This design comes from an exercise in tuning for small area, a short achievable clock period and few clock cycles per item on the open sky130 flow, not from production work. Only simulation tests tie the RTL to the original design; equivalence was not proved.

==> flow/design.v, too long to show whole: its modules and the start of the top module <==
// module iir_chan_sched: 1039 lines
// module iir_fa: 10 lines
// module iir_ha: 9 lines
// module iir_add59: 344 lines
// module iir_add59hi: 317 lines
// module iir_add34x3: 177 lines
module iir_chan_sched #(
    parameter int                 NCH   = 4,
    parameter int                 SHIFT = 27,
    parameter logic signed [31:0] B1    = 32'sd25109419,
    parameter logic signed [31:0] B2    = 32'sd0,
    parameter logic signed [31:0] B3    = -32'sd25109419,
    parameter logic signed [31:0] A2    = -32'sd187539761,
    parameter logic signed [31:0] A3    = 32'sd83998890,
    localparam int                CW    = $clog2(NCH)
) (
    input  logic                 clk_i,
    input  logic                 reset_i,
    input  logic                 clr_valid_i,
    input  logic [CW-1:0]        clr_ch_i,
    input  logic                 in_valid_i,
    output logic                 in_ready_o,
    input  logic signed [31:0]   in_x_i,
    input  logic [CW-1:0]        in_ch_i,
    output logic                 out_valid_o,
    input  logic                 out_ready_i,
    output logic signed [31:0]   out_y_o,
    output logic [CW-1:0]        out_ch_o
);
  // ...
==> flow/flow/run.sh <==
#!/bin/bash
set -o pipefail
bash standard.sh SETUP_SLACK_MARGIN=9.9 TNS_END_PERCENT=5 \
  "BUFFER_PORTS_ARGS=-buffer_cell sky130_fd_sc_hd__buf_4" finish 2>&1 | tee standard_run.log
==> flow/standard.sh <==
#!/bin/bash
# synth_recipe.tcl (not shown) runs the flow's synth.tcl, then flattens the netlist and writes it again
# the make line also repeats each setting of config.mk as NAME=value (left out here)
make -C /OpenROAD-flow-scripts/flow DESIGN_CONFIG=/design/flow/config.mk WORK_HOME=/design/flow/orfs CLKGATE_MAP_FILE= SYNTH_SCRIPT=/design/flow/synth_recipe.tcl "${@:-finish}"
==> flow/config.mk <==
export PLATFORM = sky130hd
export DESIGN_NAME = iir_chan_sched
export DESIGN_NICKNAME = iir_chan_sched
export VERILOG_FILES = /design/flow/design.v
export SDC_FILE = /design/flow/constraint.sdc
export NUM_CORES = 4
export LEC_CHECK = 0
export CAP_MARGIN = 20
export CORE_MARGIN = 2
export CORE_UTILIZATION = 50
export CTS_CLUSTER_DIAMETER = 100
export CTS_CLUSTER_SIZE = 24
export SLEW_MARGIN = 20
export SYNTH_HIERARCHICAL = 1
==> flow/constraint.sdc <==
create_clock -name core_clock -period 14.0 [get_ports {clk_i}]
set_input_delay 2.8000 -clock core_clock [delete_from_list [all_inputs] [get_ports {clk_i}]]
set_output_delay 2.8000 -clock core_clock [all_outputs]
set_load 0.01 [all_outputs]
==> report_table.html, run 1 <==
<table>
<tr><th>Metric</th><th>Value</th></tr>
<tr><th colspan="2">Cells and area</th></tr>
<tr><td>Fraction of final layout cells sized beyond drive strength 1</td><td>0.0694</td></tr>
<tr><td>Sequential share of cell area</td><td>0.402</td></tr>
<tr><td>Post-Layout Inst Area</td><td>55400 um2</td></tr>
<tr><td>Proportion of cell area occupied by multi-input gates</td><td>0.506</td></tr>
<tr><td>Clkbuf count</td><td>67</td></tr>
<tr><th colspan="2">Min path</th></tr>
<tr><td>Min-delay src</td><td>s1_q[2][14]</td></tr>
<tr><th colspan="2">Worst setup path</th></tr>
<tr><td>Start of the worst register-to-register path</td><td>pb_q[4]</td></tr>
<tr><td>Max FO, Critical Path</td><td>2</td></tr>
<tr><td>Nature of the critical path endpoint</td><td>primary output</td></tr>
<tr><td>Setup slack of the most critical reg-to-reg path</td><td>a little over 10 ns</td></tr>
<tr><td>Critical path class</td><td>flop to primary output</td></tr>
<tr><td>Cell depth of the worst flop-to-flop path</td><td>13</td></tr>
<tr><td>Top delay family on crit path</td><td>flip-flops</td></tr>
<tr><td>Critical Path Slowest Stage Cell</td><td>sky130_fd_sc_hd__dfstp_2</td></tr>
<tr><td>Bufs and invs on worst path</td><td>1</td></tr>
<tr><td>Delay of the slowest critical-path stage</td><td>~0.57 ns</td></tr>
<tr><th colspan="2">Floorplanning</th></tr>
<tr><td>Floorplan die height</td><td>325 um</td></tr>
<tr><td>Initial Utilization</td><td>0.505</td></tr>
<tr><td>Number of placement rows</td><td>117</td></tr>
<tr><th colspan="2">STA</th></tr>
<tr><td>Clock period minus final worst setup slack</td><td>4.15 ns</td></tr>
<tr><th colspan="2">CTS</th></tr>
<tr><td>Maximum buffer depth of the clock tree</td><td>3</td></tr>
<tr><td>Level count of the clock H-tree</td><td>2</td></tr>
<tr><td>Clock Sinks</td><td>1071</td></tr>
<tr><th colspan="2">Route</th></tr>
<tr><td>Violation count after the first detailed-route iteration</td><td>2155</td></tr>
<tr><td>Max layer used</td><td>met4</td></tr>
<tr><td>Wire length after detailed routing</td><td>124 mm</td></tr>
<tr><td>First-pass detailed-route iteration total</td><td>5</td></tr>
<tr><th colspan="2">Logic synthesis</th></tr>
<tr><td>Fraction of the mapped netlist area in adder cells</td><td>0.352</td></tr>
<tr><td>Number of warnings issued by yosys</td><td>11</td></tr>
<tr><td>Top cells by area in the synthesized netlist</td><td>sky130_fd_sc_hd__dfxtp_1 38%, sky130_fd_sc_hd__fa_1 27%, sky130_fd_sc_hd__ha_1 8.4%, sky130_fd_sc_hd__edfxtp_1 4.0%, sky130_fd_sc_hd__inv_1 2.3%</td></tr>
<tr><td>Cell area after synthesis</td><td>51500 um2</td></tr>
<tr><th colspan="2">Status</th></tr>
<tr><td>Status</td><td>complete, no violations</td></tr>
<tr><th colspan="2">Placed design</th></tr>
<tr><td>IO Port Bufs</td><td>76</td></tr>
<tr><td>HPWL Detailed</td><td>99.3 mm</td></tr>
</table>
Testbench counts, summed over its fixed seeds: cycles 3,224, items 3,200.
==> inputs of run 2 (changes only) <==
--- a/flow/design.v
+++ b/flow/design.v
@@ -25,23 +25,24 @@
     localparam int CAP = 3;
     localparam logic [W-1:0] OFF1 = 59'h73f6dd580010055;
     localparam logic [W-1:0] OFF2 = 59'h3c092667dff0012;
     logic          clr_req;
     logic [CW-1:0] clr_ch;
     assign clr_req = clr_valid_i;
     assign clr_ch  = clr_ch_i;
     logic [1:0] ph_q;
-    logic        hv_q, hclr_q, in_ready_q;
+    logic        hv_q, hclr_q, busy_q, in_ready_q;
     logic [1:0]  hch_q;
     logic [31:0] hx_q;
     logic [1:0]  cnt_q;           
     logic        pop, disp, hold, take_s, take_c;
     logic        hv_d, hclr_d;
     logic [1:0]  hch_d, cnt_d;
+    assign in_ready_q = ~busy_q;
     logic [1:0] ph_n;
     logic       sp_n, rdy_d;
     assign take_s = in_valid_i & in_ready_q & ~clr_req;
     assign take_c = clr_req & in_ready_q;
     assign disp   = hv_q & (hch_q == ph_q) & (hclr_q | (cnt_q != 2'(CAP)));
     assign hold   = hv_q & ~disp;
     assign hv_d   = hold | take_s | take_c;
     assign hclr_d = hold ? hclr_q : clr_req;
@@ -972,32 +973,32 @@
                 ov_d[2] = 1'b1; oe_d[2] = {chb_q, y};
             end
         end
     end
     always_ff @(posedge clk_i or posedge reset_i) begin
         if (reset_i) begin
             ph_q       <= 2'd3;
             hv_q       <= 1'b0;
-            in_ready_q <= 1'b1;
+            busy_q     <= 1'b0;
             cnt_q      <= '0;
             vb_q       <= 1'b0;
             cb_q       <= 1'b0;
             vc_q       <= 1'b0;
             cc_q       <= 1'b0;
             vd_q       <= 1'b0;
             cd_q       <= 1'b0;
             ve_q       <= 1'b0;
             ce_q       <= 1'b0;
             z_q        <= '1;
             ov_q       <= '0;
         end else begin
             ph_q       <= ph_q + 2'd1;
             hv_q       <= hv_d;
-            in_ready_q <= rdy_d;
+            busy_q     <= ~rdy_d;
             cnt_q      <= cnt_d;
             vb_q       <= disp & ~hclr_q;
             cb_q       <= disp & hclr_q;
             vc_q       <= vb_q;
             cc_q       <= cb_q;
             vd_q       <= vc_q;
             cd_q       <= cc_q;
             ve_q       <= vd_q;
==> flow/config.mk (replaced) <==
export PLATFORM = sky130hd
export DESIGN_NAME = iir_chan_sched
export DESIGN_NICKNAME = iir_chan_sched
export VERILOG_FILES = /design/flow/design.v
export SDC_FILE = /design/flow/constraint.sdc
export NUM_CORES = 4
export LEC_CHECK = 0
export CAP_MARGIN = 20
export CORE_MARGIN = 2
export CORE_UTILIZATION = 60
export CTS_CLUSTER_DIAMETER = 100
export CTS_CLUSTER_SIZE = 24
export SLEW_MARGIN = 20
export SYNTH_HIERARCHICAL = 1
==> run 2 against run 1 <==
Compared with the run above:
- wire length shrank 2.5%
- setup slack gained 0.11 ns
- maximum frequency grew 2.8%
- highest routed layer unchanged
- clock skew grew 0.010 ns
- count of clock-buffer cells in the layout shrank 4
- design area shrank 0.44%
- still clean on timing, DRC and antenna
- non-clock buffer count grew 4
- hold slack lost 0.013 ns
==> report_table.html, run 2 <==
<table>
<tr><th>Metric</th><th>Value</th></tr>
<tr><th colspan="2">Route</th></tr>
<tr><td>First-pass detailed-route iteration total</td><td>5 (unchanged)</td></tr>
<tr><td>Detail-routed net length per standard cell</td><td>~23 um</td></tr>
<tr><td>Number of remaining DRC errors</td><td>0</td></tr>
<tr><td>Avg Vias per Cell</td><td>5.43</td></tr>
<tr><td>Wire length after detailed routing</td><td>121 mm (-2.5%)</td></tr>
<tr><td>Violation count after the first detailed-route iteration</td><td>1925 (-11%)</td></tr>
<tr><td>Via count</td><td>28354</td></tr>
<tr><td>Antenna Nets Post-Route</td><td>0</td></tr>
<tr><th colspan="2">STA</th></tr>
<tr><td>Slew at the pin with the worst max-slew slack</td><td>1.02 ns</td></tr>
<tr><td>Clock Skews</td><td>0.0330 ns</td></tr>
<tr><td>Final Slew Violations</td><td>0</td></tr>
<tr><td>Finish-stage setup viols</td><td>0</td></tr>
<tr><td>Setup repair after global routing missed its margin</td><td>true</td></tr>
<tr><td>Post-Route Setup TNS</td><td>0 ns</td></tr>
<tr><td>WHS</td><td>0.315 ns</td></tr>
<tr><td>Clock period minus final worst setup slack</td><td>4.04 ns (-0.114 ns)</td></tr>
<tr><td>Final period util</td><td>0.288</td></tr>
<tr><td>Final Hold Vio Count</td><td>0</td></tr>
<tr><td>Max Clk Rate</td><td>248 MHz</td></tr>
<tr><td>Relative slew slack</td><td>0.320</td></tr>
<tr><th colspan="2">CTS</th></tr>
<tr><td>Num CTS Buffers</td><td>52</td></tr>
<tr><td>Number of hold buffers added after cts</td><td>0</td></tr>
<tr><td>TritonCTS clock tree</td><td>yes</td></tr>
<tr><td>Worst-Skew Late Latency</td><td>0.65 ns</td></tr>
<tr><td>Clock Sinks</td><td>1071 (unchanged)</td></tr>
<tr><td>Root Buffer</td><td>sky130_fd_sc_hd__clkbuf_16</td></tr>
<tr><td>Maximum buffer depth of the clock tree</td><td>3 (unchanged)</td></tr>
<tr><td>Clock transition at path regs</td><td>0.10 ns</td></tr>
<tr><td>Level count of the clock H-tree</td><td>2 (unchanged)</td></tr>
<tr><th colspan="2">Cells and area</th></tr>
<tr><td>Number of diodes added for antenna fixing</td><td>0</td></tr>
<tr><td>Combined area of the multi-input logic cells</td><td>28000 um2</td></tr>
<tr><td>Most frequent standard cell in the layout excluding fill and tap cells</td><td>sky130_fd_sc_hd__dfxtp_1</td></tr>
<tr><td>Area grow syn2layout</td><td>7.03%</td></tr>
<tr><td>Final-layout fill cell count</td><td>6535</td></tr>
<tr><td>Commonest cells after routing, fill and taps aside</td><td>981 x sky130_fd_sc_hd__dfxtp_1, 691 x sky130_fd_sc_hd__fa_1, 344 x sky130_fd_sc_hd__ha_1</td></tr>
<tr><td>Fraction of final layout cells sized beyond drive strength 1</td><td>0.0713 (+0.00193)</td></tr>
<tr><td>Number of nets at the end of the flow</td><td>5141</td></tr>
<tr><td>Storage element area</td><td>between 20000 and 25000 um2</td></tr>
<tr><td>Largest registers</td><td>s1_q (236), s2_q (236), oe_q (102)</td></tr>
<tr><th colspan="2">Logic synthesis</th></tr>
<tr><td>Number of warnings issued by yosys</td><td>11 (unchanged)</td></tr>
<tr><td>Distinct cell type count of the synthesized netlist</td><td>84</td></tr>
<tr><td>Seq/Total Area, Yosys</td><td>0.432</td></tr>
<tr><td>Flip-flop and latch count after synthesis</td><td>~1100</td></tr>
<tr><td>Top cells by area in the synthesized netlist</td><td>sky130_fd_sc_hd__dfxtp_1 38%, sky130_fd_sc_hd__fa_1 27%, sky130_fd_sc_hd__ha_1 8.4%, sky130_fd_sc_hd__edfxtp_1 4.0%, sky130_fd_sc_hd__inv_1 2.3%</td></tr>
<tr><td>Top FF cell, synth</td><td>sky130_fd_sc_hd__dfxtp_1</td></tr>
<tr><td>Async set-or-reset flop fraction in the synthesized netlist</td><td>0.0196</td></tr>
<tr><td>Cell area after synthesis</td><td>51500 um2 (about the same)</td></tr>
<tr><td>Average cell area after synthesis</td><td>13.1 um2</td></tr>
<tr><td>Proportion of netlist area held by the largest area contributor</td><td>0.381</td></tr>
<tr><td>Leading cell type by number of instances after synthesis</td><td>sky130_fd_sc_hd__dfxtp_1</td></tr>
<tr><td>Post-synthesis cell type with the largest combined area</td><td>sky130_fd_sc_hd__dfxtp_1</td></tr>
<tr><td>Top cell types by occurrence after synthesis</td><td>981 x sky130_fd_sc_hd__dfxtp_1, 691 x sky130_fd_sc_hd__fa_1, 344 x sky130_fd_sc_hd__ha_1, 314 x sky130_fd_sc_hd__inv_1, 218 x sky130_fd_sc_hd__a21oi_1</td></tr>
<tr><td>Count of mapped cells out of synthesis</td><td>between 3000 and 4000</td></tr>
<tr><td>Number of enable flip-flop cells after synthesis</td><td>69</td></tr>
<tr><th colspan="2">Worst setup path</th></tr>
<tr><td>End of the critical path</td><td>out_valid_o</td></tr>
<tr><td>Nature of the critical path endpoint</td><td>primary output</td></tr>
<tr><td>Stages on worst setup path</td><td>1</td></tr>
<tr><td>Startpoint kind of the worst setup timing path</td><td>flop</td></tr>
<tr><td>Crit path launch</td><td>ov_q[0]</td></tr>
<tr><td>Top delay family on crit path</td><td>flip-flops</td></tr>
<tr><td>Critical Path Slowest Stage Cell</td><td>sky130_fd_sc_hd__dfrtp_2</td></tr>
<tr><td>Cell-by-cell trace of the critical path</td><td>buf_4</td></tr>
<tr><td>Start of the worst register-to-register path</td><td>pb_q[4]</td></tr>
<tr><td>Setup slack of the most critical reg-to-reg path</td><td>10.13 ns (+0.08 ns)</td></tr>
<tr><td>Delay of the slowest critical-path stage</td><td>0.45 ns (-0.12 ns)</td></tr>
<tr><td>Bufs and invs on worst path</td><td>1 (unchanged)</td></tr>
<tr><td>Req. time, crit path</td><td>11.20 ns</td></tr>
<tr><td>Max FO, Critical Path</td><td>5 (+3)</td></tr>
<tr><td>RR Endpoint</td><td>oe_q[1][31]</td></tr>
<tr><td>Arr. time, crit path</td><td>1.24 ns</td></tr>
<tr><td>Cell depth of the worst flop-to-flop path</td><td>13 (unchanged)</td></tr>
<tr><td>Critical path class</td><td>flop to primary output</td></tr>
<tr><th colspan="2">Flow run</th></tr>
<tr><td>Count of maximum capacitance violations</td><td>0</td></tr>
<tr><th colspan="2">Floorplanning</th></tr>
<tr><td>Horiz. Die Dim</td><td>just under 300 um</td></tr>
<tr><td>Core area</td><td>85100 um2</td></tr>
<tr><td>Floorplan die height</td><td>297 um (-8.6%)</td></tr>
<tr><td>IO Count</td><td>between 70 and 80</td></tr>
<tr><td>Initial Utilization</td><td>0.605 (+0.100)</td></tr>
<tr><td>Overall die area</td><td>88200 um2</td></tr>
<tr><td>Number of placement rows</td><td>107 (-8.5%)</td></tr>
<tr><th colspan="2">GRT</th></tr>
<tr><td>Global router's overall resource usage</td><td>0.284</td></tr>
<tr><td>First-pass GRT wire length</td><td>187 mm</td></tr>
<tr><td>Pin count of the biggest net entering global routing</td><td>slightly below 70</td></tr>
<tr><td>Remaining global-route overflow</td><td>0</td></tr>
<tr><td>Initial antenna violation count</td><td>1</td></tr>
<tr><td>Via count of the first global-routing pass</td><td>29374</td></tr>
<tr><th colspan="2">Min path</th></tr>
<tr><td>Class of the tightest hold or removal check</td><td>flop to flop</td></tr>
<tr><th colspan="2">Status</th></tr>
<tr><td>Status</td><td>complete, no violations</td></tr>
<tr><th colspan="2">Placed design</th></tr>
<tr><td>HPWL Detailed</td><td>95.4 mm (-3.9%)</td></tr>
<tr><td>IO Port Bufs</td><td>76 (unchanged)</td></tr>
<tr><td>Placer's final routability congestion estimate</td><td>1.05</td></tr>
</table>
-- run 2: changes by cell type after synthesis, sizes merged, moves of 2 or more --
| cell | change |
|---|---|
| xnor2 | -2 |
| and3 | +2 |
| xor2 | +2 |
| a31oi | -2 |
| nor2b | +2 |
| nand3 | -3 |
| nand2b | -3 |
-- run 2: cell families (layout without fill, tap and decap cells) --
family,Yosys count,after routing,synth area share
AO/OA/AOI/OAI,610,610,0.0794
XOR/XNOR,196,196,0.0333
adder cells (fa/ha/maj),1035,1035,0.352
buffers and inverters,375,489,0.0288
flip-flops,1071,1071,0.432
multiplexers,130,130,0.0267
other,2,42,0.000146
AND/OR/NAND/NOR,507,507,0.0480
-- run 2: what timing repair did --
action / in CTS / in global routing
buffers inserted: 0 / 3
pin swaps: 0 / 0
setup endpoints to repair: 7 / 37
resized for setup: 2 / 7
-- run 2: how the worst min path moves through the flow --
| stage | from | endpoint | slack (ns) | cells past startpoint |
|---|---|---|---|---|
| after floorplan | s1_q[2][0] | s1_q[3][0] | 0.31 | 0 |
| after global placement | s2_q[1][5] | s2_q[2][5] | 0.31 | 0 |
| after detailed placement | s2_q[2][17] | s2_q[3][17] | 0.31 | 0 |
| after CTS | s2_q[2][34] | s2_q[3][34] | 0.32 | 0 |
| after global routing | s2_q[2][34] | s2_q[3][34] | 0.33 | 0 |
| final | s2_q[2][34] | s2_q[3][34] | 0.32 | 0 |
-- run 2: cell type report --
cell class,instances,area share
repair buffers,105,0.0146
inverters,315,0.0215
well taps,1144,0.0260
clock buffers,63,0.0249
clock inverters,6,0.00123
flip-flops and latches,1071,0.403
multi-input cells,2520,0.508
-- run 2: modules after synthesis, one instance, submodules excluded --
module	flops+latches	cells inside	cell area, um2	copies in the design
iir_add34x3	0	179	1410	1
iir_add59	0	310	2390	3
iir_add59hi	0	235	1870	1
iir_chan_sched	1071	1831	26700	1
iir_fa	0	1	20.0	667
iir_ha	0	1	12.5	84
-- run 2: metrics by stage --
step	cell area, um2	util	std cells	setup WS, ns
floorplan	51700	-	3966	9.79
global placement	53600	0.630	5151	9.04
detailed placement	53600	0.630	5151	9.04
CTS	55100	0.647	5220	9.76
global route	55200	0.648	5224	9.88
finish	55200	0.648	5224	9.96
-- run 2: routing by layer --
| layer | vias up | track usage | wire (um) |
|---|---|---|---|
| met4 | 0 | 0.0909 | 4680 |
| met1 | 13888 | 0.444 | 59000 |
| met5 | - | 0 | 0 |
| met3 | 228 | 0.0603 | 9310 |
| li1 | 13348 | - | - |
| met2 | 890 | 0.395 | 48100 |
Testbench counts of run 2, summed over its fixed seeds: cycles 3,224, items 3,200.
==> inputs of run 3 (changes only) <==
--- a/flow/config.mk
+++ b/flow/config.mk
@@ -9,3 +9,3 @@
 export CORE_MARGIN = 2
-export CORE_UTILIZATION = 60
+export CORE_UTILIZATION = 55
 export CTS_CLUSTER_DIAMETER = 100
==> run 3 against run 2 <==
Compared with the run above:
- non-clock buffer count decreased by 2
- hold slack better by 0.010 ns
- count of clock-buffer cells in the layout unchanged
==> report_table.html, run 3 <==
<table>
<tr><th>Metric</th><th>Value</th></tr>
<tr><th colspan="2">Route</th></tr>
<tr><td>Violation count after the first detailed-route iteration</td><td>1902 (-1.2%)</td></tr>
<tr><td>Antenna Nets Post-Route</td><td>0 (unchanged)</td></tr>
<tr><td>First-pass detailed-route iteration total</td><td>5 (unchanged)</td></tr>
<tr><td>Avg Vias per Cell</td><td>5.32 (-2.1%)</td></tr>
<tr><td>Via count</td><td>28360 (+0.021%)</td></tr>
<tr><td>Detail-routed net length per standard cell</td><td>23.1 um (-0.53%)</td></tr>
<tr><td>Wire length after detailed routing</td><td>123 mm (+1.6%)</td></tr>
<tr><td>Number of remaining DRC errors</td><td>0 (unchanged)</td></tr>
<tr><th colspan="2">Worst setup path</th></tr>
<tr><td>Nature of the critical path endpoint</td><td>primary output</td></tr>
<tr><td>Cell-by-cell trace of the critical path</td><td>buf_4</td></tr>
<tr><td>Req. time, crit path</td><td>11.20 ns (about the same)</td></tr>
<tr><td>Bufs and invs on worst path</td><td>1 (unchanged)</td></tr>
<tr><td>Max FO, Critical Path</td><td>2 (-3)</td></tr>
<tr><td>Top delay family on crit path</td><td>flip-flops</td></tr>
<tr><td>Critical path class</td><td>flop to primary output</td></tr>
<tr><td>Critical Path Slowest Stage Cell</td><td>sky130_fd_sc_hd__dfrtp_2</td></tr>
<tr><td>Startpoint kind of the worst setup timing path</td><td>flop</td></tr>
<tr><td>Arr. time, crit path</td><td>1.26 ns (+0.02 ns)</td></tr>
<tr><td>Delay of the slowest critical-path stage</td><td>0.44 ns (about the same)</td></tr>
<tr><th colspan="2">Placed design</th></tr>
<tr><td>Placer's final routability congestion estimate</td><td>1.02 (-2.1%)</td></tr>
<tr><td>Placed Instances</td><td>5261 (+2.1%)</td></tr>
<tr><td>IO Port Bufs</td><td>76 (unchanged)</td></tr>
<tr><td>HPWL Detailed</td><td>96.8 mm (+1.5%)</td></tr>
<tr><td>Placed Instance Area</td><td>53800 um2 (+0.26%)</td></tr>
<tr><td>Worst slack at placement</td><td>9.25 ns (+0.210 ns)</td></tr>
<tr><th colspan="2">GRT</th></tr>
<tr><td>Most crowded layer after global routing</td><td>met1</td></tr>
<tr><td>Initial antenna violation count</td><td>3 (+2)</td></tr>
<tr><td>First-pass GRT wire length</td><td>188 mm (+0.21%)</td></tr>
<tr><td>Via count of the first global-routing pass</td><td>29333 (-0.14%)</td></tr>
<tr><td>Pin count of the biggest net entering global routing</td><td>69 (unchanged)</td></tr>
<tr><td>GRT met2 Usage</td><td>0.360 (-0.0344)</td></tr>
<tr><td>Routing usage on met1</td><td>0.422 (-0.0223)</td></tr>
<tr><td>Global router's overall resource usage</td><td>0.267 (-0.0170)</td></tr>
<tr><td>Remaining global-route overflow</td><td>0 (unchanged)</td></tr>
<tr><td>Met3 usage</td><td>0.0578 (-0.00243)</td></tr>
<tr><th colspan="2">Cells and area</th></tr>
<tr><td>Number of nets at the end of the flow</td><td>5139 (-0.039%)</td></tr>
<tr><td>Post-Layout Inst Area</td><td>55300 um2 (+0.25%)</td></tr>
<tr><td>Area grow syn2layout</td><td>7.30%</td></tr>
<tr><td>Final core utilization</td><td>0.594 (-0.0535)</td></tr>
<tr><td>Final-layout fill cell count</td><td>7596 (+16%)</td></tr>
<tr><td>Fin cells</td><td>5335 (+2.1%)</td></tr>
<tr><td>Most frequent standard cell in the layout excluding fill and tap cells</td><td>sky130_fd_sc_hd__dfxtp_1</td></tr>
<tr><td>Largest registers</td><td>s1_q (236), s2_q (236), oe_q (102)</td></tr>
<tr><td>Fraction of final layout cells sized beyond drive strength 1</td><td>0.0711 (-0.000245)</td></tr>
<tr><td>Commonest cells after routing, fill and taps aside</td><td>980 x sky130_fd_sc_hd__dfxtp_1, 691 x sky130_fd_sc_hd__fa_1, 344 x sky130_fd_sc_hd__ha_1</td></tr>
<tr><th colspan="2">STA</th></tr>
<tr><td>Min setup slack post-route</td><td>9.94 ns (-0.0233 ns)</td></tr>
<tr><td>Final Slew Violations</td><td>0 (unchanged)</td></tr>
<tr><td>Relative slew slack</td><td>0.361 (+0.0406)</td></tr>
<tr><td>Setup repair after global routing missed its margin</td><td>true</td></tr>
<tr><td>Max Clk Rate</td><td>246 MHz (-0.57%)</td></tr>
<tr><td>Finish-stage setup viols</td><td>0 (unchanged)</td></tr>
<tr><td>Final Hold Vio Count</td><td>0 (unchanged)</td></tr>
<tr><td>Post-Route Setup TNS</td><td>0 ns (unchanged)</td></tr>
<tr><td>Final period util</td><td>0.290 (+0.00166)</td></tr>
<tr><td>Clock period minus final worst setup slack</td><td>4.06 ns (+0.0233 ns)</td></tr>
<tr><td>Clock Skews</td><td>0.0232 ns (-0.00982 ns)</td></tr>
<tr><td>Slew at the pin with the worst max-slew slack</td><td>0.958 ns (-0.0610 ns)</td></tr>
<tr><th colspan="2">Logic synthesis</th></tr>
<tr><td>Cell area after synthesis</td><td>51500 um2 (unchanged)</td></tr>
<tr><td>Seq/Total Area, Yosys</td><td>0.432 (unchanged)</td></tr>
<tr><td>Number of enable flip-flop cells after synthesis</td><td>69 (unchanged)</td></tr>
<tr><td>Post-synthesis cell type with the largest combined area</td><td>sky130_fd_sc_hd__dfxtp_1</td></tr>
<tr><td>Average cell area after synthesis</td><td>13.1 um2 (unchanged)</td></tr>
<tr><td>Distinct cell type count of the synthesized netlist</td><td>84 (unchanged)</td></tr>
<tr><td>Top FF cell, synth</td><td>sky130_fd_sc_hd__dfxtp_1</td></tr>
<tr><td>Proportion of netlist area held by the largest area contributor</td><td>0.381 (unchanged)</td></tr>
<tr><td>Top cell types by occurrence after synthesis</td><td>981 x sky130_fd_sc_hd__dfxtp_1, 691 x sky130_fd_sc_hd__fa_1, 344 x sky130_fd_sc_hd__ha_1, 314 x sky130_fd_sc_hd__inv_1, 218 x sky130_fd_sc_hd__a21oi_1</td></tr>
<tr><td>Top cells by area in the synthesized netlist</td><td>sky130_fd_sc_hd__dfxtp_1 38%, sky130_fd_sc_hd__fa_1 27%, sky130_fd_sc_hd__ha_1 8.4%, sky130_fd_sc_hd__edfxtp_1 4.0%, sky130_fd_sc_hd__inv_1 2.3%</td></tr>
<tr><td>Number of warnings issued by yosys</td><td>11 (unchanged)</td></tr>
<tr><td>Async set-or-reset flop fraction in the synthesized netlist</td><td>0.0196 (unchanged)</td></tr>
<tr><td>Count of mapped cells out of synthesis</td><td>3926 (unchanged)</td></tr>
<tr><td>Flip-flop and latch count after synthesis</td><td>1071 (unchanged)</td></tr>
<tr><td>Leading cell type by number of instances after synthesis</td><td>sky130_fd_sc_hd__dfxtp_1</td></tr>
<tr><th colspan="2">Floorplanning</th></tr>
<tr><td>Number of placement rows</td><td>112 (+4.7%)</td></tr>
<tr><td>Overall die area</td><td>96200 um2 (+9.0%)</td></tr>
<tr><td>Floorplan die height</td><td>310 um (+4.4%)</td></tr>
<tr><td>Horiz. Die Dim</td><td>310 um (+4.4%)</td></tr>
<tr><td>Initial Utilization</td><td>0.554 (-0.0514)</td></tr>
<tr><td>Core area</td><td>93000 um2 (+9.3%)</td></tr>
<tr><td>IO Count</td><td>77 (unchanged)</td></tr>
<tr><th colspan="2">CTS</th></tr>
<tr><td>Maximum buffer depth of the clock tree</td><td>3 (unchanged)</td></tr>
<tr><td>Num CTS Buffers</td><td>52 (unchanged)</td></tr>
<tr><td>TritonCTS clock tree</td><td>yes</td></tr>
<tr><td>Number of hold buffers added after cts</td><td>0 (unchanged)</td></tr>
<tr><td>Level count of the clock H-tree</td><td>2 (unchanged)</td></tr>
<tr><td>Worst-Skew Late Latency</td><td>0.68 ns (+0.03 ns)</td></tr>
<tr><td>Clock Sinks</td><td>1071 (unchanged)</td></tr>
<tr><td>Root Buffer</td><td>sky130_fd_sc_hd__clkbuf_16</td></tr>
<tr><td>Clock transition at path regs</td><td>0.10 ns (about the same)</td></tr>
<tr><th colspan="2">Min path</th></tr>
<tr><td>Class of the tightest hold or removal check</td><td>flop to flop</td></tr>
<tr><th colspan="2">Status</th></tr>
<tr><td>Status</td><td>complete, no violations</td></tr>
<tr><th colspan="2">Flow run</th></tr>
<tr><td>Count of maximum capacitance violations</td><td>0 (unchanged)</td></tr>
</table>
[run 3: cell counts after synthesis]
No cell type changed its count.
[run 3: per-layer routing]
layer	routed length [um]	share of wire
met5	0	0
met4	4990	0.041
met3	8360	0.068
met2	48200	0.39
met1	61500	0.50
[run 3: area by class of cell]
cell class	count	area, um2	area share
Multi-Input combinational cell	2520	28000	0.507
Sequential cell	1071	22300	0.402
Tap cell	1254	1570	0.0284
Clock buffer	63	1370	0.0248
Inverter	315	1180	0.0214
Timing Repair Buffer	103	790	0.0143
Clock inverter	8	95.1	0.00172
Antenna cell	1	2.50	0.0000453
[run 3: final timing paths]
check,slack [ns],start,endpoint,cells past startpoint
hold / removal,0.33,s2_q[1][10],s2_q[2][10],0
hold reg to reg,0.33,s2_q[1][10],s2_q[2][10],0
setup / recovery,9.94,ov_q[0],out_valid_o,1
setup reg to reg,10.14,pb_q[4],oe_q[1][31],13
min in group asynchronous,2.29,reset_i,cc_q,2
max in group asynchronous,11.09,reset_i,ve_q,2
[run 3: modules after synthesis, one instance, submodules excluded]
module,cells,flops+latches
iir_add59hi,235,0
iir_fa,1,0
iir_ha,1,0
iir_add59,310,0
iir_add34x3,179,0
iir_chan_sched,1831,1071
[run 3: metrics by stage]
step	hold slack [ns]
3_3_place_gp	0.310
4_1_cts	0.325
2_1_floorplan	0.310
3_5_place_dp	0.312
5_1_grt	0.332
6_report	0.326
[run 3: cell families after synthesis]
group,Yosys count,share of synthesized area
flops,1071,0.432
fa+ha+maj,1035,0.352
compound gates,610,0.0794
simple gates,507,0.0480
buf+inv,375,0.0288
xor+xnor,196,0.0333
mux,130,0.0267
other cells,2,0.000146
[run 3: what timing repair did]
item | CTS | global route
buffers inserted | 1 | 0
endpoints found under the hold margin | 0 | 0
cloned | 0 | 0
resized for setup | 3 | 4
setup endpoints to repair | 7 | 46
==> inputs of run 4 (changes only) <==
==> flow/flow/run.sh (replaced) <==
#!/bin/bash
set -o pipefail
bash standard.sh SETUP_SLACK_MARGIN=10.1 TNS_END_PERCENT=5 \
  "BUFFER_PORTS_ARGS=-buffer_cell sky130_fd_sc_hd__buf_4" finish 2>&1 | tee standard_run.log
==> run 4 against run 3 <==
Compared with the run above:
- sequential share of layout area about the same
- register-to-register slack about the same
- cell count about the same
- synthesized cell count unchanged
- critical endpoint is now in_ready_o
==> report_table.html, run 4 <==
<table>
<tr><th>Metric</th><th>Value</th></tr>
<tr><th colspan="2">Status</th></tr>
<tr><td>Status</td><td>complete, no violations</td></tr>
<tr><th colspan="2">STA</th></tr>
<tr><td>Clock Skews</td><td>0.0214 ns (-0.00185 ns)</td></tr>
<tr><td>WHS</td><td>0.322 ns (-0.00375 ns)</td></tr>
<tr><td>Final Slew Violations</td><td>0 (unchanged)</td></tr>
<tr><td>Setup repair after global routing missed its margin</td><td>true</td></tr>
<tr><td>Max Clk Rate</td><td>248 MHz (+0.80%)</td></tr>
<tr><td>Clock period minus final worst setup slack</td><td>4.03 ns (-0.0321 ns)</td></tr>
<tr><td>Final Hold Vio Count</td><td>0 (unchanged)</td></tr>
<tr><td>Finish-stage setup viols</td><td>0 (unchanged)</td></tr>
<tr><td>Final period util</td><td>0.288 (-0.00229)</td></tr>
<tr><td>Slew at the pin with the worst max-slew slack</td><td>0.975 ns (+0.0162 ns)</td></tr>
<tr><td>Relative slew slack</td><td>0.350 (-0.0108)</td></tr>
<tr><td>Post-Route Setup TNS</td><td>0 ns (unchanged)</td></tr>
<tr><th colspan="2">Route</th></tr>
<tr><td>Antenna Nets Post-Route</td><td>0 (unchanged)</td></tr>
<tr><td>Via count</td><td>28264 (-0.34%)</td></tr>
<tr><td>Detail-routed net length per standard cell</td><td>23.0 um (-0.41%)</td></tr>
<tr><td>Avg Vias per Cell</td><td>5.30 (-0.36%)</td></tr>
<tr><td>Number of remaining DRC errors</td><td>0 (unchanged)</td></tr>
<tr><td>Violation count after the first detailed-route iteration</td><td>1866 (-1.9%)</td></tr>
<tr><td>First-pass detailed-route iteration total</td><td>5 (unchanged)</td></tr>
<tr><td>Wire length after detailed routing</td><td>123 mm (-0.39%)</td></tr>
<tr><th colspan="2">CTS</th></tr>
<tr><td>Level count of the clock H-tree</td><td>2 (unchanged)</td></tr>
<tr><td>Clock transition at path regs</td><td>0.10 ns (about the same)</td></tr>
<tr><td>Num CTS Buffers</td><td>52 (unchanged)</td></tr>
<tr><td>TritonCTS clock tree</td><td>yes</td></tr>
<tr><td>Worst-Skew Late Latency</td><td>0.67 ns (about the same)</td></tr>
<tr><td>Maximum buffer depth of the clock tree</td><td>3 (unchanged)</td></tr>
<tr><td>Number of hold buffers added after cts</td><td>0 (unchanged)</td></tr>
<tr><td>Root Buffer</td><td>sky130_fd_sc_hd__clkbuf_16</td></tr>
<tr><td>Clock Sinks</td><td>1071 (unchanged)</td></tr>
<tr><th colspan="2">Cells and area</th></tr>
<tr><td>Post-Layout Inst Area</td><td>55300 um2 (about the same)</td></tr>
<tr><td>Final core utilization</td><td>0.595 (about the same)</td></tr>
<tr><td>Commonest cells after routing, fill and taps aside</td><td>979 x sky130_fd_sc_hd__dfxtp_1, 691 x sky130_fd_sc_hd__fa_1, 344 x sky130_fd_sc_hd__ha_1</td></tr>
<tr><td>Largest registers</td><td>s1_q (236), s2_q (236), oe_q (102)</td></tr>
<tr><td>Number of nets at the end of the flow</td><td>5141 (+0.039%)</td></tr>
<tr><td>Area grow syn2layout</td><td>7.36% (about the same)</td></tr>
<tr><td>Final-layout fill cell count</td><td>7627 (+0.41%)</td></tr>
<tr><td>Fraction of final layout cells sized beyond drive strength 1</td><td>0.0730 (+0.00196)</td></tr>
<tr><td>Most frequent standard cell in the layout excluding fill and tap cells</td><td>sky130_fd_sc_hd__dfxtp_1</td></tr>
<tr><th colspan="2">GRT</th></tr>
<tr><td>First-pass GRT wire length</td><td>186 mm (-0.58%)</td></tr>
<tr><td>Initial antenna violation count</td><td>4 (+1)</td></tr>
<tr><td>Via count of the first global-routing pass</td><td>28906 (-1.5%)</td></tr>
<tr><td>Global router's overall resource usage</td><td>0.266 (-0.00142)</td></tr>
<tr><td>Pin count of the biggest net entering global routing</td><td>69 (unchanged)</td></tr>
<tr><td>Remaining global-route overflow</td><td>0 (unchanged)</td></tr>
<tr><th colspan="2">Worst setup path</th></tr>
<tr><td>Req. time, crit path</td><td>11.20 ns (about the same)</td></tr>
<tr><td>Max FO, Critical Path</td><td>2 (unchanged)</td></tr>
<tr><td>Critical path class</td><td>flop to primary output</td></tr>
<tr><td>Startpoint kind of the worst setup timing path</td><td>flop</td></tr>
<tr><td>Nature of the critical path endpoint</td><td>primary output</td></tr>
<tr><td>Arr. time, crit path</td><td>1.23 ns (-0.03 ns)</td></tr>
<tr><th colspan="2">Floorplanning</th></tr>
<tr><td>Number of placement rows</td><td>112 (unchanged)</td></tr>
<tr><td>IO Count</td><td>77 (unchanged)</td></tr>
<tr><td>Initial Utilization</td><td>0.554 (unchanged)</td></tr>
<tr><td>Floorplan die height</td><td>310 um (unchanged)</td></tr>
<tr><td>Horiz. Die Dim</td><td>310 um (unchanged)</td></tr>
<tr><td>Core area</td><td>93000 um2 (unchanged)</td></tr>
<tr><td>Overall die area</td><td>96200 um2 (unchanged)</td></tr>
<tr><th colspan="2">Placed design</th></tr>
<tr><td>Placed Instance Area</td><td>53800 um2 (about the same)</td></tr>
<tr><td>Placer's final routability congestion estimate</td><td>1.02 (-0.41%)</td></tr>
<tr><td>HPWL Detailed</td><td>96.7 mm (-0.10%)</td></tr>
<tr><td>IO Port Bufs</td><td>76 (unchanged)</td></tr>
<tr><th colspan="2">Logic synthesis</th></tr>
<tr><td>Cell area after synthesis</td><td>51500 um2 (unchanged)</td></tr>
<tr><td>Basic-gate share of the synthesized area counting and, or, nand and nor cells</td><td>0.0480 (unchanged)</td></tr>
<tr><td>Count of mapped cells out of synthesis</td><td>3926 (unchanged)</td></tr>
<tr><td>Xor-xnor portion of the synthesized cell area</td><td>0.0333 (unchanged)</td></tr>
<tr><td>Number of enable flip-flop cells after synthesis</td><td>69 (unchanged)</td></tr>
<tr><td>Distinct cell type count of the synthesized netlist</td><td>84 (unchanged)</td></tr>
<tr><td>Async set-or-reset flop fraction in the synthesized netlist</td><td>0.0196 (unchanged)</td></tr>
<tr><td>Top cell types by occurrence after synthesis</td><td>981 x sky130_fd_sc_hd__dfxtp_1, 691 x sky130_fd_sc_hd__fa_1, 344 x sky130_fd_sc_hd__ha_1, 314 x sky130_fd_sc_hd__inv_1, 218 x sky130_fd_sc_hd__a21oi_1</td></tr>
<tr><td>Number of warnings issued by yosys</td><td>11 (unchanged)</td></tr>
<tr><td>Average cell area after synthesis</td><td>13.1 um2 (unchanged)</td></tr>
<tr><td>Fraction of the mapped netlist area in adder cells</td><td>0.352 (unchanged)</td></tr>
<tr><td>Mux cell area share after synthesis</td><td>0.0267 (unchanged)</td></tr>
<tr><td>Leading cell type by number of instances after synthesis</td><td>sky130_fd_sc_hd__dfxtp_1</td></tr>
<tr><td>Top FF cell, synth</td><td>sky130_fd_sc_hd__dfxtp_1</td></tr>
<tr><td>Seq/Total Area, Yosys</td><td>0.432 (unchanged)</td></tr>
<tr><td>Proportion of netlist area held by the largest area contributor</td><td>0.381 (unchanged)</td></tr>
<tr><td>Post-synthesis cell type with the largest combined area</td><td>sky130_fd_sc_hd__dfxtp_1</td></tr>
<tr><td>Dominant combinational cell family by area after synthesis</td><td>adder cells</td></tr>
<tr><td>Flip-flop and latch count after synthesis</td><td>1071 (unchanged)</td></tr>
<tr><td>Top cells by area in the synthesized netlist</td><td>sky130_fd_sc_hd__dfxtp_1 38%, sky130_fd_sc_hd__fa_1 27%, sky130_fd_sc_hd__ha_1 8.4%, sky130_fd_sc_hd__edfxtp_1 4.0%, sky130_fd_sc_hd__inv_1 2.3%</td></tr>
<tr><td>Synthesized-area fraction occupied by ao, oa, aoi and oai cells</td><td>0.0793 (unchanged)</td></tr>
<tr><th colspan="2">Min path</th></tr>
<tr><td>Class of the tightest hold or removal check</td><td>flop to flop</td></tr>
<tr><th colspan="2">Flow run</th></tr>
<tr><td>Count of maximum capacitance violations</td><td>0 (unchanged)</td></tr>
</table>
## run 4: what timing repair did
item / 4_1_cts / 5_1_grt
pin swaps: 1 / 0
buffers inserted: 2 / 0
cloned: 0 / 0
gates resized for setup: 6 / 8
setup endpoints to repair: 72 / 127
## run 4: cell families (layout without fill, tap and decap cells)
logic type,Yosys count,in the layout
xor gates and xnor gates,196,196
AOI/OAI and AO/OA,610,610
muxes,130,130
adders and majority gates,1035,1035
and+or+nand+nor,507,507
other,2,44
buffers and inverters,375,489
DFF,1071,1071
## run 4: layout make-up
cell class              instances  area (um2)  share of cell area
repair buffers                105         812              0.0147
clock inverters                 7        70.1             0.00127
diodes                          2        5.00           0.0000905
well taps                    1254        1570              0.0284
inverters                     315        1180              0.0214
flip-flops and latches       1071       22300               0.402
clock buffers                  62        1370              0.0248
multi-input cells            2520       28100               0.507
## run 4: worst paths after layout
check	start	endpoint	slack, ns	cells after the start
min in group asynchronous	reset_i	ov_q[1]	2.30	2
worst min register to register	s1_q[2][56]	s1_q[3][56]	0.32	0
max in group asynchronous	reset_i	ve_q	11.09	2
worst max-delay path	busy_q	in_ready_o	9.97	2
worst min-delay path	s1_q[2][56]	s1_q[3][56]	0.32	0
worst max register to register	pb_q[4]	oe_q[1][31]	10.15	13
## run 4: routing by layer
layer | track usage | vias up | part of all wire
li1 | - | 13369 | -
met1 | 0.418 | 13902 | 0.50
met2 | 0.363 | 799 | 0.40
met3 | 0.0588 | 194 | 0.068
met4 | 0.0835 | 0 | 0.036
met5 | 0 | - | 0
## run 4: critical path, cell delays in order, from the launching register on
cell and delay, ns:
sky130_fd_sc_hd__dfrtp_1 0.41, sky130_fd_sc_hd__inv_2 0.06, sky130_fd_sc_hd__buf_6 0.09
## run 4: metrics by stage
stage | instances | setup WS (ns)
floorplan | 3966 | 10.09
global placement | 5262 | 9.41
detailed placement | 5262 | 9.39
CTS | 5333 | 9.92
global route | 5334 | 9.90
finish | 5336 | 9.97
## run 4: Yosys stat by module, one instance, submodules excluded
module          cells inside  times used  flops+latches  cell area [um2]
iir_ha                     1          84              0             12.5
iir_add34x3              179           1              0             1410
iir_add59                310           3              0             2390
iir_fa                     1         667              0             20.0
iir_add59hi              235           1              0             1870
iir_chan_sched          1831           1           1071            26700

-- port drivers added, routing unchanged --
No port has a modelled driver above. Below, the same layouts with a new extraction and two added sets of constraints. Step 1, drivers: a clkbuf_16 drives clk_i and a buf_2 each remaining input, both assumed. Step 2 times the ports against the registers' clock, not the clock port: input delays grow and output delays shrink by t, the midpoint of the rising clock arrivals with the driver on. a / b / c = no drivers / after step 1 / after step 2; a / b = the first two.
run | t, ns | setup slack, ns | worst setup path after step 2 | worst register clock-pin slew, ns | worst data-port slew with drivers (ns)
run 1 | 0.734 | 9.849 / 9.779 / 9.362 | input to register | 0.10 / 0.10 | 0.07
run 2 | 0.700 | 9.963 / 9.894 / 9.321 | input to register | 0.10 / 0.10 | 0.06
run 3 | 0.736 | 9.940 / 9.871 / 9.490 | input to register | 0.10 / 0.10 | 0.04
run 4 | 0.734 | 9.972 / 9.898 / 9.626 | input to register | 0.10 / 0.10 | 0.04
After both steps setup and hold are still met in every run listed. The setup slack of run 2, which loses most, moves by -0.069 ns with the drivers and by -0.642 ns with both steps.
